This is an optimization exercise on Yosys and OpenROAD, whose aim is small area, a short achievable clock period and few clock cycles per item, not a production implementation.

==> trial 31 <==
==> flow/design.v <==
package rhc_pkg;
  localparam logic [7:0]  HUE_FULL       = 8'd240;
  localparam logic [16:0] HUE_WRAP       = 17'd65295;
  typedef enum logic [2:0] {
    REG_HUE_LOW    = 3'd0,
    REG_HUE_HIGH   = 3'd1,
    REG_SAT_LOW    = 3'd2,
    REG_SAT_HIGH   = 3'd3,
    REG_LIGHT_LOW  = 3'd4,
    REG_LIGHT_HIGH = 3'd5
  } cfg_reg_t;
endpackage
module rhc_pipe #(
  parameter int W  = 1,
  parameter bit EN = 1'b1
) (
  input  logic         clk,
  input  logic [W-1:0] d,
  output logic [W-1:0] q
);
  if (EN) begin : g_reg
    always_ff @(posedge clk) q <= d;
  end else begin : g_wire
    assign q = d;
  end
endmodule
module rhc_vpipe #(
  parameter bit EN = 1'b1
) (
  input  logic clk,
  input  logic rst_n,
  input  logic d,
  output logic q
);
  if (EN) begin : g_reg
    always_ff @(posedge clk) begin
      if (!rst_n) q <= 1'b0;
      else        q <= d;
    end
  end else begin : g_wire
    assign q = d;
  end
endmodule
import rhc_pkg::*;
module rgb565_hsl_color_classifier (
  input  logic        clk,
  input  logic        rst_n,
  input  logic        start,
  output logic        busy,
  input  logic [15:0] in_pixel,
  output logic        out_valid,
  output logic [7:0]  out_hue,
  output logic [7:0]  out_lightness,
  output logic [7:0]  out_saturation,
  output logic        out_match,
  input  logic        cfg_we,
  input  logic [2:0]  cfg_index,
  input  logic [15:0] cfg_data
);
  localparam int ROW_STYLE = 0;
  localparam logic [12:0] PIPE = 13'b1_1111_1111_1111;
  logic [15:0] hue_low_r, hue_high_r;
  logic [7:0]  sat_low_r, sat_high_r, light_low_r, light_high_r;
  always_ff @(posedge clk) begin
    if (!rst_n) begin
      hue_low_r    <= 16'd65496;
      hue_high_r   <= 16'd40;
      sat_low_r    <= 8'd90;
      sat_high_r   <= 8'd180;
      light_low_r  <= 8'd0;
      light_high_r <= 8'd80;
    end else if (cfg_we) begin
      case (cfg_index)
        REG_HUE_LOW:    hue_low_r    <= cfg_data;
        REG_HUE_HIGH:   hue_high_r   <= cfg_data;
        REG_SAT_LOW:    sat_low_r    <= cfg_data[7:0];
        REG_SAT_HIGH:   sat_high_r   <= cfg_data[7:0];
        REG_LIGHT_LOW:  light_low_r  <= cfg_data[7:0];
        REG_LIGHT_HIGH: light_high_r <= cfg_data[7:0];
        default: ;
      endcase
    end
  end
  assign busy = 1'b0;
  logic        v0;
  logic [15:0] px0;
  rhc_vpipe #(.EN(PIPE[0])) u_v0 (.clk, .rst_n, .d(start), .q(v0));
  rhc_pipe #(.W(16), .EN(PIPE[0])) u_p0 (.clk, .d(in_pixel), .q(px0));
  logic [5:0] cr, cg, cb, mx, mn, md;
  logic [1:0] sel_a;    
  logic       neg_a;
  logic       ge_rg, ge_rb, ge_gb;
  always_comb begin
    cr = {px0[15:11], 1'b0};
    cg = px0[10:5];
    cb = {px0[4:0], 1'b0};
    ge_rg = (cr >= cg);
    ge_rb = (cr >= cb);
    ge_gb = (cg >= cb);
    if (ge_rg && ge_rb) begin
      mx = cr;
      sel_a = ge_gb ? 2'd0 : 2'd1;
      neg_a = !ge_gb;
      mn = ge_gb ? cb : cg;
      md = ge_gb ? cg : cb;
    end else if (ge_gb) begin
      mx = cg;
      sel_a = 2'd2;
      neg_a = ge_rb && !(cr == cb);    
      mn = ge_rb ? cb : cr;
      md = ge_rb ? cr : cb;
    end else begin
      mx = cb;
      sel_a = 2'd3;
      neg_a = !ge_rg;                   
      mn = ge_rg ? cg : cr;
      md = ge_rg ? cr : cg;
    end
  end
  logic       v1;
  logic [1:0] sel_1;
  logic       neg_1;
  logic [5:0] mx_1, mn_1, md_1;
  rhc_vpipe #(.EN(PIPE[1])) u_v1 (.clk, .rst_n, .d(v0), .q(v1));
  rhc_pipe #(.W(21), .EN(PIPE[1])) u_p1 (.clk, .d({sel_a, neg_a, mx, mn, md}),
                                         .q({sel_1, neg_1, mx_1, mn_1, md_1}));
  logic [5:0] a_b, d_b;
  logic [6:0] s_b;
  logic [8:0] hnum_b;     
  logic [5:0] hden_b;
  logic [9:0] snum_b;     
  logic       sflag_b;    
  logic [7:0] sden_b;
  always_comb begin
    a_b    = md_1 - mn_1;
    d_b    = mx_1 - mn_1;
    s_b    = {1'b0, mx_1} + {1'b0, mn_1};
    hnum_b = {1'b0, a_b, 2'b0} + {3'b0, a_b};
    hden_b = {d_b[5:1], d_b[0] | (d_b == 6'd0)};
    snum_b = {d_b, 4'b0} - {4'b0, d_b};
    sflag_b = !s_b[6] || (s_b[5:0] == 6'd0);
    sden_b  = sflag_b ? {1'b0, s_b} : {~s_b[5:0], 2'b11};
  end
  logic       v2;
  logic [1:0] sel_2;
  logic       neg_2, sflag_2;
  logic [8:0] hnum_2;
  logic [5:0] hden_2;
  logic [9:0] snum_2;
  logic [7:0] sden_2;
  rhc_vpipe #(.EN(PIPE[2])) u_v2 (.clk, .rst_n, .d(v1), .q(v2));
  rhc_pipe #(.W(37), .EN(PIPE[2])) u_p2 (.clk,
    .d({sel_1, neg_1, sflag_b, hnum_b, hden_b, snum_b, sden_b}),
    .q({sel_2, neg_2, sflag_2, hnum_2, hden_2, snum_2, sden_2}));
  logic        vr    [9];
  logic [1:0]  selr  [9];
  logic        negr  [9];
  logic        sflr  [9];
  logic [15:0] srem  [9];
  logic [7:0]  sden  [9];
  logic [7:0]  sq    [9];
  logic [11:0] hrem  [9];
  logic [5:0]  hden  [9];
  logic [5:0]  hq    [9];
  assign vr[0]   = v2;
  assign selr[0] = sel_2;
  assign negr[0] = neg_2;
  assign sflr[0] = sflag_2;
  assign srem[0] = sflag_2 ? {2'b0, snum_2, 4'b0} : {snum_2, 6'b0};
  assign sden[0] = sden_2;
  assign sq[0]   = '0;
  assign hrem[0] = {hnum_2, 3'b0};
  assign hden[0] = hden_2;
  assign hq[0]   = '0;
  for (genvar i = 0; i < 8; i++) begin : g_row
    localparam int SK = 7 - i;
    localparam int HK = 5 - i;
    logic [8:0]  s_top;
    logic [9:0]  s_dif;
    logic        s_take;
    logic [7:0]  s_rem;
    logic [15:0] srem_n;
    assign s_top  = srem[i][SK+8:SK];
    if (ROW_STYLE == 0) begin : g_sw
      assign s_dif  = {1'b0, s_top} - {2'b0, sden[i]};
      assign s_take = !s_dif[9];
    end else begin : g_sr
      logic [9:0] c;
      assign c[0] = 1'b1;
      for (genvar j = 0; j < 9; j++) begin : g_b
        logic y;
        assign y = (j < 8) ? !sden[i][j] : 1'b1;
        assign s_dif[j] = s_top[j] ^ y ^ c[j];
        assign c[j+1] = (s_top[j] & y) | (s_top[j] & c[j]) | (y & c[j]);
      end
      assign s_dif[9] = 1'b0;
      assign s_take = c[9];
    end
    assign s_rem  = s_take ? s_dif[7:0] : s_top[7:0];
    if (SK > 0) begin : g_slow
      assign srem_n = 16'({s_rem, srem[i][SK-1:0]});
    end else begin : g_slast
      assign srem_n = 16'(s_rem);
    end
    logic [11:0] hrem_n;
    logic [5:0]  hq_n;
    if (i < 6) begin : g_hue
      logic [6:0] h_top;
      logic [7:0] h_dif;
      logic       h_take;
      logic [5:0] h_rem;
      assign h_top  = hrem[i][HK+6:HK];
      if (ROW_STYLE == 0) begin : g_hw
        assign h_dif  = {1'b0, h_top} - {2'b0, hden[i]};
        assign h_take = !h_dif[7];
      end else begin : g_hr
        logic [7:0] c;
        assign c[0] = 1'b1;
        for (genvar j = 0; j < 7; j++) begin : g_b
          logic y;
          assign y = (j < 6) ? !hden[i][j] : 1'b1;
          assign h_dif[j] = h_top[j] ^ y ^ c[j];
          assign c[j+1] = (h_top[j] & y) | (h_top[j] & c[j]) | (y & c[j]);
        end
        assign h_dif[7] = 1'b0;
        assign h_take = c[7];
      end
      assign h_rem  = h_take ? h_dif[5:0] : h_top[5:0];
      assign hq_n   = {hq[i][4:0], h_take};
      if (HK > 0) begin : g_hlow
        assign hrem_n = 12'({h_rem, hrem[i][HK-1:0]});
      end else begin : g_hlast
        assign hrem_n = '0;
      end
    end else begin : g_hue_done
      assign hrem_n = '0;
      assign hq_n   = hq[i];
    end
    rhc_vpipe #(.EN(PIPE[3+i])) u_v (.clk, .rst_n, .d(vr[i]), .q(vr[i+1]));
    rhc_pipe #(.W(4 + 8 + 8 + 6), .EN(PIPE[3+i])) u_pc (.clk,
      .d({selr[i], negr[i], sflr[i], sden[i], {sq[i][6:0], s_take}, hq_n}),
      .q({selr[i+1], negr[i+1], sflr[i+1], sden[i+1], sq[i+1], hq[i+1]}));
    if (SK > 0) begin : g_srem
      rhc_pipe #(.W(SK + 8), .EN(PIPE[3+i])) u_ps (.clk, .d(srem_n[SK+7:0]),
                                                  .q(srem[i+1][SK+7:0]));
      assign srem[i+1][15:SK+8] = '0;
    end else begin : g_srem_done
      assign srem[i+1] = '0;
    end
    if (HK > 0) begin : g_hrem
      rhc_pipe #(.W(HK + 6 + 6), .EN(PIPE[3+i])) u_ph (.clk,
        .d({hrem_n[HK+5:0], hden[i]}), .q({hrem[i+1][HK+5:0], hden[i+1]}));
      assign hrem[i+1][11:HK+6] = '0;
    end else begin : g_hrem_done
      assign hrem[i+1] = '0;
      assign hden[i+1] = '0;
    end
  end
  logic [7:0]  hue_c, ofs_c, sat_c, light_c;
  logic [6:0]  s_c;
  logic [14:0] light_prod;
  always_comb begin
    case (selr[8])
      2'd0:    ofs_c = 8'd0;
      2'd1:    ofs_c = 8'd240;
      2'd2:    ofs_c = 8'd80;
      default: ofs_c = 8'd160;
    endcase
    hue_c = negr[8] ? ofs_c - {2'b0, hq[8]} : ofs_c + {2'b0, hq[8]};
    sat_c = (sflr[8] && sden[8] == 8'd0) ? 8'd0 : sq[8];
    s_c   = sflr[8] ? sden[8][6:0] : {1'b1, ~sden[8][7:2]};
    light_prod = {s_c, 8'b0} - {4'b0, s_c, 4'b0} + {8'b0, s_c};   
    light_c = light_prod[14:7];
  end
  logic       v11;
  logic [7:0] hue_11, sat_11, light_11;
  rhc_vpipe #(.EN(PIPE[11])) u_v11 (.clk, .rst_n, .d(vr[8]), .q(v11));
  rhc_pipe #(.W(24), .EN(PIPE[11])) u_p11 (.clk, .d({hue_c, sat_c, light_c}),
                                           .q({hue_11, sat_11, light_11}));
  logic        match_m;
  logic [16:0] hue_x;
  logic        hue_inside, hue_wrap_lo, hue_wrap_hi;
  always_comb begin
    hue_x      = 17'(hue_11);
    hue_inside = (hue_x > 17'(hue_low_r)) && (hue_x < 17'(hue_high_r));
    hue_wrap_lo = (hue_high_r < hue_low_r) &&
                  ((hue_x < 17'(hue_high_r)) || (hue_x + HUE_WRAP > 17'(hue_low_r)));
    hue_wrap_hi = !(hue_high_r < hue_low_r) && (hue_high_r > 16'(HUE_FULL)) &&
                  ((hue_x > 17'(hue_high_r)) ||
                   (hue_x + 17'(HUE_FULL) < 17'(hue_high_r)));
    match_m = (light_11 > light_low_r) && (light_11 < light_high_r) &&
              (sat_11 > sat_low_r) && (sat_11 < sat_high_r) &&
              (hue_inside || hue_wrap_lo || hue_wrap_hi);
  end
  rhc_vpipe #(.EN(PIPE[12])) u_v12 (.clk, .rst_n, .d(v11), .q(out_valid));
  rhc_pipe #(.W(25), .EN(PIPE[12])) u_p12 (.clk, .d({hue_11, light_11, sat_11, match_m}),
    .q({out_hue, out_lightness, out_saturation, out_match}));
endmodule
==> flow/run.sh <==
#!/bin/bash
# synth_recipe.tcl (not shown) runs the flow's synth.tcl, then flattens the netlist and writes it again
# the make line also repeats each setting of config.mk as NAME=value (left out here)
make -C /OpenROAD-flow-scripts/flow DESIGN_CONFIG=/design/flow/config.mk WORK_HOME=/design/flow/orfs CLKGATE_MAP_FILE= SYNTH_SCRIPT=/design/flow/synth_recipe.tcl finish
==> flow/config.mk <==
export PLATFORM = sky130hd
export DESIGN_NAME = rgb565_hsl_color_classifier
export DESIGN_NICKNAME = rgb565_hsl_color_classifier
export VERILOG_FILES = /design/flow/design.v
export SDC_FILE = /design/flow/constraint.sdc
export NUM_CORES = 4
export LEC_CHECK = 0
export CAP_MARGIN = 20
export CORE_MARGIN = 2
export CORE_UTILIZATION = 40
export PLACE_DENSITY = 0.6
export SETUP_SLACK_MARGIN = 3.5
export SLEW_MARGIN = 20
==> flow/constraint.sdc <==
create_clock -name core_clock -period 6.0 [get_ports {clk}]
set_input_delay 1.2000 -clock core_clock [delete_from_list [all_inputs] [get_ports {clk}]]
set_output_delay 1.2000 -clock core_clock [all_outputs]
set_load 0.01 [all_outputs]
==> inputs of build 97, as changes to trial 31 <==
--- a/flow/design.v
+++ b/flow/design.v
@@ -59,3 +59,2 @@
 );
-  localparam int ROW_STYLE = 0;
   localparam logic [12:0] PIPE = 13'b1_1111_1111_1111;
@@ -183,17 +182,4 @@
     assign s_top  = srem[i][SK+8:SK];
-    if (ROW_STYLE == 0) begin : g_sw
-      assign s_dif  = {1'b0, s_top} - {2'b0, sden[i]};
-      assign s_take = !s_dif[9];
-    end else begin : g_sr
-      logic [9:0] c;
-      assign c[0] = 1'b1;
-      for (genvar j = 0; j < 9; j++) begin : g_b
-        logic y;
-        assign y = (j < 8) ? !sden[i][j] : 1'b1;
-        assign s_dif[j] = s_top[j] ^ y ^ c[j];
-        assign c[j+1] = (s_top[j] & y) | (s_top[j] & c[j]) | (y & c[j]);
-      end
-      assign s_dif[9] = 1'b0;
-      assign s_take = c[9];
-    end
+    assign s_dif  = {1'b0, s_top} - {2'b0, sden[i]};
+    assign s_take = !s_dif[9];
     assign s_rem  = s_take ? s_dif[7:0] : s_top[7:0];
@@ -212,17 +198,4 @@
       assign h_top  = hrem[i][HK+6:HK];
-      if (ROW_STYLE == 0) begin : g_hw
-        assign h_dif  = {1'b0, h_top} - {2'b0, hden[i]};
-        assign h_take = !h_dif[7];
-      end else begin : g_hr
-        logic [7:0] c;
-        assign c[0] = 1'b1;
-        for (genvar j = 0; j < 7; j++) begin : g_b
-          logic y;
-          assign y = (j < 6) ? !hden[i][j] : 1'b1;
-          assign h_dif[j] = h_top[j] ^ y ^ c[j];
-          assign c[j+1] = (h_top[j] & y) | (h_top[j] & c[j]) | (y & c[j]);
-        end
-        assign h_dif[7] = 1'b0;
-        assign h_take = c[7];
-      end
+      assign h_dif  = {1'b0, h_top} - {2'b0, hden[i]};
+      assign h_take = !h_dif[7];
       assign h_rem  = h_take ? h_dif[5:0] : h_top[5:0];
Settings changed: SETUP_SLACK_MARGIN 3.5 to not set.
==> inputs of build 59, as changes to trial 31 <==
Settings changed: SETUP_SLACK_MARGIN 3.5 to 4.0.
==> results.json <==
{
  "status": "finished clean",
  "dp_slack_ns": 2.72,
  "crit_end": "u_p2.q[16]",
  "post_cts_buffers": 0,
  "multiInputGateArea_sq_um": 9470,
  "seq_area_share_pct": 42.0,
  "crit_chain": "inv_1 -> fa_1 -> a21o_1 -> a21oi_1 -> xnor2_1 -> inv_1 -> ha_1 -> inv_1 -> o21ai_0 -> a2111oi_0 -> xnor2_1",
  "final-clk-cell-share_pct": 7.26,
  "use_met3_pct": 3.10,
  "wl_met2_um": 17800
}
the above is filed under build 97

==> results.json <==
{
  "multiInputGateArea_sq_um": 9840,
  "layout_commonest_cell": "dfxtp_1",
  "status": "finished clean",
  "tapCellCount": 672,
  "wl_met2_um": 18800,
  "p_clk_share_pct": 20.9,
  "seq_area_share_pct": 41.1,
  "power_leader": "combinational logic",
  "dp_slack_ns": 2.73,
  "clockRootBuffer": "clkbuf_16",
  "final-clk-cell-share_pct": 7.20,
  "crit_chain": "inv_2 -> ha_4 -> inv_2 -> fa_2 -> a21o_1 -> a21oi_2 -> xnor2_2 -> inv_2 -> ha_4 -> inv_4 -> nor3_2 -> o21ai_0 -> nand2_1 -> nor3_2 -> xor2_1",
  "crit_end": "u_p2.q[17]",
  "post_cts_buffers": 15
}
the above is filed under trial 31

==> results.json <==
{
  "post_cts_buffers": 79,
  "wl_met2_um": 20500,
  "crit_chain": "inv_2 -> ha_4 -> inv_2 -> fa_2 -> a21o_1 -> a21oi_2 -> xnor2_2 -> inv_2 -> ha_4 -> inv_4 -> o41ai_2 -> a21oi_1 -> xor2_1",
  "status": "finished clean",
  "crit_end": "u_p2.q[14]",
  "use_met3_pct": 2.96,
  "multiInputGateArea_sq_um": 10900,
  "skew_ns": 0.0145,
  "peakVddDrop_uv": 290,
  "seq_area_share_pct": 38.3,
  "largest_registers": "g_row.u_pc.q: 165 flops, g_row.g_hrem.u_ph.q: 63 flops, g_row.g_srem.u_ps.q: 62 flops"
}
the above is filed under build 59

Function was not checked in any run of this note: the RTL went through the layout flow alone.

static timing again, ports no longer ideal:
How much do the figures lean on ideal ports? The routed layouts below were timed once more, with nothing changed but the port constraints. Step 1 assumes that a clkbuf_16 drives the clock port and a buf_2 every other input. Step 2, shift: input delay + t, output delay - t, t = (earliest + latest rising clock arrival at the registers) / 2. This alone moves slack from input paths to output paths. a / b / c = no drivers / after step 1 / after step 2; a / b = the first two.
| run | shift t [ns] | slack for setup (ns) | worst data-port slew with drivers (ns) |
|---|---|---|---|
| trial 31 | 0.619 | 3.430 / 3.430 / 2.998 | 0.05 |
| build 97 | 0.623 | 3.006 / 3.006 / 2.702 | 0.04 |
| build 59 | 0.643 | 3.479 / 3.479 / 3.479 | 0.04 |
After both steps every run listed still meets setup and hold. For trial 31, which loses most, drivers alone change the setup slack by 0.000 ns; drivers and shift together by -0.432 ns.
